From an optimization exercise on the open Yosys and OpenROAD flow, aimed at small area, a short achievable clock period and few clock cycles per item; shortcuts taken in it are not production practice.
Function was checked by simulation only, so behaviour that the tests miss may differ from the original.

==> flow/design.v, too long to show whole: its modules and the start of the top module <==
// module gate_xor2: 3 lines
// module gate_xnor2: 3 lines
// module gate_nand2: 3 lines
// module gate_nor2: 3 lines
// module gate_inv: 3 lines
// module gate_oai22: 3 lines
// module gate_aoi222: 4 lines
// module aes_key_inv_datapath: 1537 lines
// module aes_128_key_inv: 86 lines
module aes_128_key_inv
(
    input  logic       clk,
    input  logic       rst,
    input  logic       key_vld_i,
    input  aes_pkg::aes_key_t key_i,
    output logic       key_rdy_o,
    output logic       rk_vld_o,
    input  logic       rk_rdy_i,
    output aes_pkg::aes_key_t rk_o,
    output logic [3:0] rk_idx_o,
    output logic       rk_last_o
);
  // ...
==> flow/flow/run.sh <==
#!/bin/bash
set -euo pipefail
export BUFFER_PORTS_ARGS="-buffer_cell sky130_fd_sc_hd__buf_1"
export SETUP_SLACK_MARGIN=10
export SKIP_INCREMENTAL_REPAIR=1
bash standard.sh > standard_flow.log 2>&1
==> flow/standard.sh <==
#!/bin/bash
# synth_recipe.tcl (not shown) runs the flow's synth.tcl, then flattens the netlist and writes it again
# the make line also repeats each setting of config.mk as NAME=value (left out here)
make -C /OpenROAD-flow-scripts/flow DESIGN_CONFIG=/design/flow/config.mk WORK_HOME=/design/flow/orfs CLKGATE_MAP_FILE= SYNTH_SCRIPT=/design/flow/synth_recipe.tcl "${@:-finish}"
==> flow/config.mk <==
export PLATFORM = sky130hd
export DESIGN_NAME = aes_128_key_inv
export DESIGN_NICKNAME = aes_128_key_inv
export VERILOG_FILES = /design/flow/design.v
export SDC_FILE = /design/flow/constraint.sdc
export NUM_CORES = 4
export LEC_CHECK = 0
export CAP_MARGIN = 20
export CORE_MARGIN = 2
export CORE_UTILIZATION = 40
export CTS_BUF_LIST = sky130_fd_sc_hd__clkbuf_8
export SLEW_MARGIN = 20
export SYNTH_HIERARCHICAL = 1
export SYNTH_MINIMUM_KEEP_SIZE = 0
==> flow/constraint.sdc <==
create_clock -name core_clock -period 16.0 [get_ports {clk}]
set_input_delay 3.2000 -clock core_clock [delete_from_list [all_inputs] [get_ports {clk}]]
set_output_delay 3.2000 -clock core_clock [all_outputs]
set_load 0.01 [all_outputs]
==> impl_metrics.toml, run 1 <==
[clock_tree]
cts_sinks = 135

[place]
gp_congestion = 0.939
pre_cts_ws_ps = 9260

[run_status]
status = "timing/DRC/antenna clean"

[layout]
fin_area_sq_um = 18700
nFlopsAndLatches = 135
clock_buffers = 19
largest-register = "key_q"
biggestCellCategory = "multi-input combinational cells"

[floorplanning]
die_y_um = 201
die_area_sq_um = 40400

[worst_setup_path]
r2r-start = "key_q[36]$_DFF_P_"
crit_slowest_cell = "dfxtp_1"
cpMostUsedCell = "xor2_2"
critPathBufInv = 2
r2r_cells = 18
cp_num_cells = 8
startpoint = "key_q[99]$_DFF_P_"

[detailed_routing]
route.met3.wl_mm = 2.86
wl_met2_mm = 26.6
viasPerCell = 5.11

[grt]
grt_max_degree = 71

[hold_path]
hold_path_end = "vld_q$_SDFF_PP0_"

[synthesis]
synth_nets = 1958
syn_avg_cell_area_sq_um = 8.53
ys_warn_count = 7
Testbench counts, summed over its fixed seeds: cycles 3,840, items 3,520.
==> run 2: changes to the inputs <==
--- a/flow/config.mk
+++ b/flow/config.mk
@@ -12,3 +12,4 @@
 export SLEW_MARGIN = 20
 export SYNTH_HIERARCHICAL = 1
 export SYNTH_MINIMUM_KEEP_SIZE = 0
+export TNS_END_PERCENT = 0
==> run 2 against run 1 <==
Against the previous run:
- still clean on timing, DRC and antenna
- clock-buffer cell count is 2 lower
- wire length decreased by 2.1%
- utilization shrank 1.4 points
- maximum frequency is 1.6% lower
- synthesized area stayed put
- cell count decreased by 0.71%
- worst hold slack better by 22 ps
- global-route usage shrank 0.61 points
- design area decreased by 2.9%
- highest routed layer unchanged
==> impl_metrics.toml, run 2 <==
[floorplanning]
core.rowCount = 72
dieWidth_um = 201
die_area_sq_um = 40400
core_area_sq_um = 38500
io_pins = 267
die_y_um = 201
start_util_pct = 40.4

[layout]
syn_to_final_growth_pct = 16.7
final_common_cell = "xor2_1"
multi_input_area_sq_um = 12900
largest-register = "key_q"
nets = 2261
drive_above_1_share_pct = 5.05
largest_reg_flops = 128
reg_top3 = "key_q x128, idx_q x4"
fillCellCount = 3890
final_cell_mix = "799 x xor2_1, 316 x xnor2_1, 266 x buf_1"
regArea_sq_um = 2710
n_antenna_cell = 0

[detailed_routing]
detail_route.iter0.violations = 1283
wirelength_mm = 54.0
ant_nets = 0
vias = 13400
drc_errors = 0
viasPerCell = 5.05
routedWlPerCell_um = 20.3
drt_pass1_iterations = 8

[place]
place.detailed.hpwl_mm = 43.1
io_buffers = 266
gp_congestion = 0.940
pre_cts_ws_ps = 9260

[sta]
fmax_mhz = 161
finalWorstSetupSlack_ps = 9790
finClkSkew_ps = 21.7
finalSetupTns_ps = 0
period_share_pct = 38.8
relSlewSlack_pct = 39.4
setup_viol = 0
final_hold_viol_count = 0
tightest_slew_ps = 909
period_minus_slack_ps = 6210
timing_max_transition_violations_final = 0

[worst_setup_path]
cp-endpoint = "rk_o[61]"
startpoint = "g_q$_SDFFE_PN0P_"
path_max_fanout = 14
r2r-start = "key_q[39]$_DFF_P_"
r2r_end = "key_q[106]$_DFF_P_"
worst_setup_path_start_kind = "flop"
critPathRequiredTime_ps = 12800
worstSetupPathType = "flop to output pin"
cp-end-kind = "output pin"
r2r_cells = 18
r2r_slack_ps = 9880
arrival_ps = 3010

[grt]
overflow = 0
grt_pass1_vias = 13600
grt_pass1_wl_mm = 81.2
antenna_found_initial = 0
grt_max_degree = 133
grt_util_all_layers_pct = 26.1

[clock_tree]
cts_sinks = 135
post_cts_buffers = 13
cts_hold_buffers = 0
clk_path_buf_depth = 2
cts_tree = "yes"
numCtsBuffers = 17
htreeDepth = 4
clk_latency_ps = 480
cts_root_buffer = "clkbuf_8"
cts_resized = 52
clk_pin_slew_worst_paths_ps = 90

[synthesis]
synth_nets = 1958
netlist_area_sq_um = 15500
ys_warn_count = 7
syn_avg_cell_area_sq_um = 8.53
synth_cells = 1822

[run_status]
status = "timing/DRC/antenna clean"

[hold_path]
hold_class = "flop to flop"

[job]
cap_violations = 0
-- run 2: how the worst min path moves through the flow --
stage | startpoint | end | slack [ps] | depth (start not counted)
floorplan | last_q$_SDFFE_PN0P_ | vld_q$_SDFF_PP0_ | 510 | 1
global placement | last_q$_SDFFE_PN0P_ | vld_q$_SDFF_PP0_ | 490 | 1
detailed placement | last_q$_SDFFE_PN0P_ | vld_q$_SDFF_PP0_ | 500 | 1
CTS | last_q$_SDFFE_PN0P_ | vld_q$_SDFF_PP0_ | 520 | 1
global route | last_q$_SDFFE_PN0P_ | vld_q$_SDFF_PP0_ | 550 | 1
finish | last_q$_SDFFE_PN0P_ | vld_q$_SDFF_PP0_ | 500 | 1
-- run 2: layout make-up --
type | count | share of cell area (%)
tap | 518 | 3.57
clock buffer | 17 | 1.29
sequential | 135 | 14.9
clock inverter | 15 | 0.717
inverter | 68 | 1.43
multi-input combinational | 1614 | 71.3
timing repair buffer | 289 | 6.73
-- run 2: routing by layer --
| layer | GRT usage, % | wire, um |
|---|---|---|
| met3 | 3.26 | 3060 |
| met5 | 0 | 0 |
| met2 | 43.4 | 25500 |
| met1 | 34.4 | 23600 |
| met4 | 10.3 | 1880 |
-- run 2: stage by stage --
step / area [sq um] / hold slack [ps] / std cells / utilization, %
2_1_floorplan: 15500 / 510 / 1822 / -
3_3_place_gp: 17300 / 486 / 2611 / 44.9
3_5_place_dp: 17300 / 502 / 2611 / 44.9
4_1_cts: 18100 / 515 / 2656 / 47.2
5_1_grt: 18100 / 548 / 2656 / 47.2
6_report: 18100 / 496 / 2656 / 47.2
-- run 2: worst max-delay path, stage by stage, from the launching register on --
cell and delay, ps:
dfxtp_4 510, buf_6 250, nand2_1 210, xor2_2 420, xnor2_1 200, xor2_1 530, xor2_1 220, buf_1 180

[port drivers added, routing unchanged]
The results above use ideal ports. As a check the final layouts listed here were re-extracted and re-timed, cells and wires unchanged. Step 1 assumes that a clkbuf_16 drives the clock port and a buf_2 every other input. Step 2 adds t to the input delays and takes it off the output delays; t is the mean of the earliest and latest rising clock arrival at the registers after step 1. Input paths then give back, and output paths get back, about the clock's delay inside the block. a / b / c = no drivers / after step 1 / after step 2; a / b = the first two.
run | t, ns | slack for setup (ns) | hold WS [ns] | worst setup path after step 2 | pins driven straight from the clock port
run 1 | 0.514 | 9.896 / 9.842 / 9.998 | 0.474 / 0.474 / 0.474 | register to register | 1
run 2 | 0.513 | 9.794 / 9.746 / 9.878 | 0.496 / 0.496 / 0.496 | register to register | 1
After both steps setup and hold are still met in every run listed.
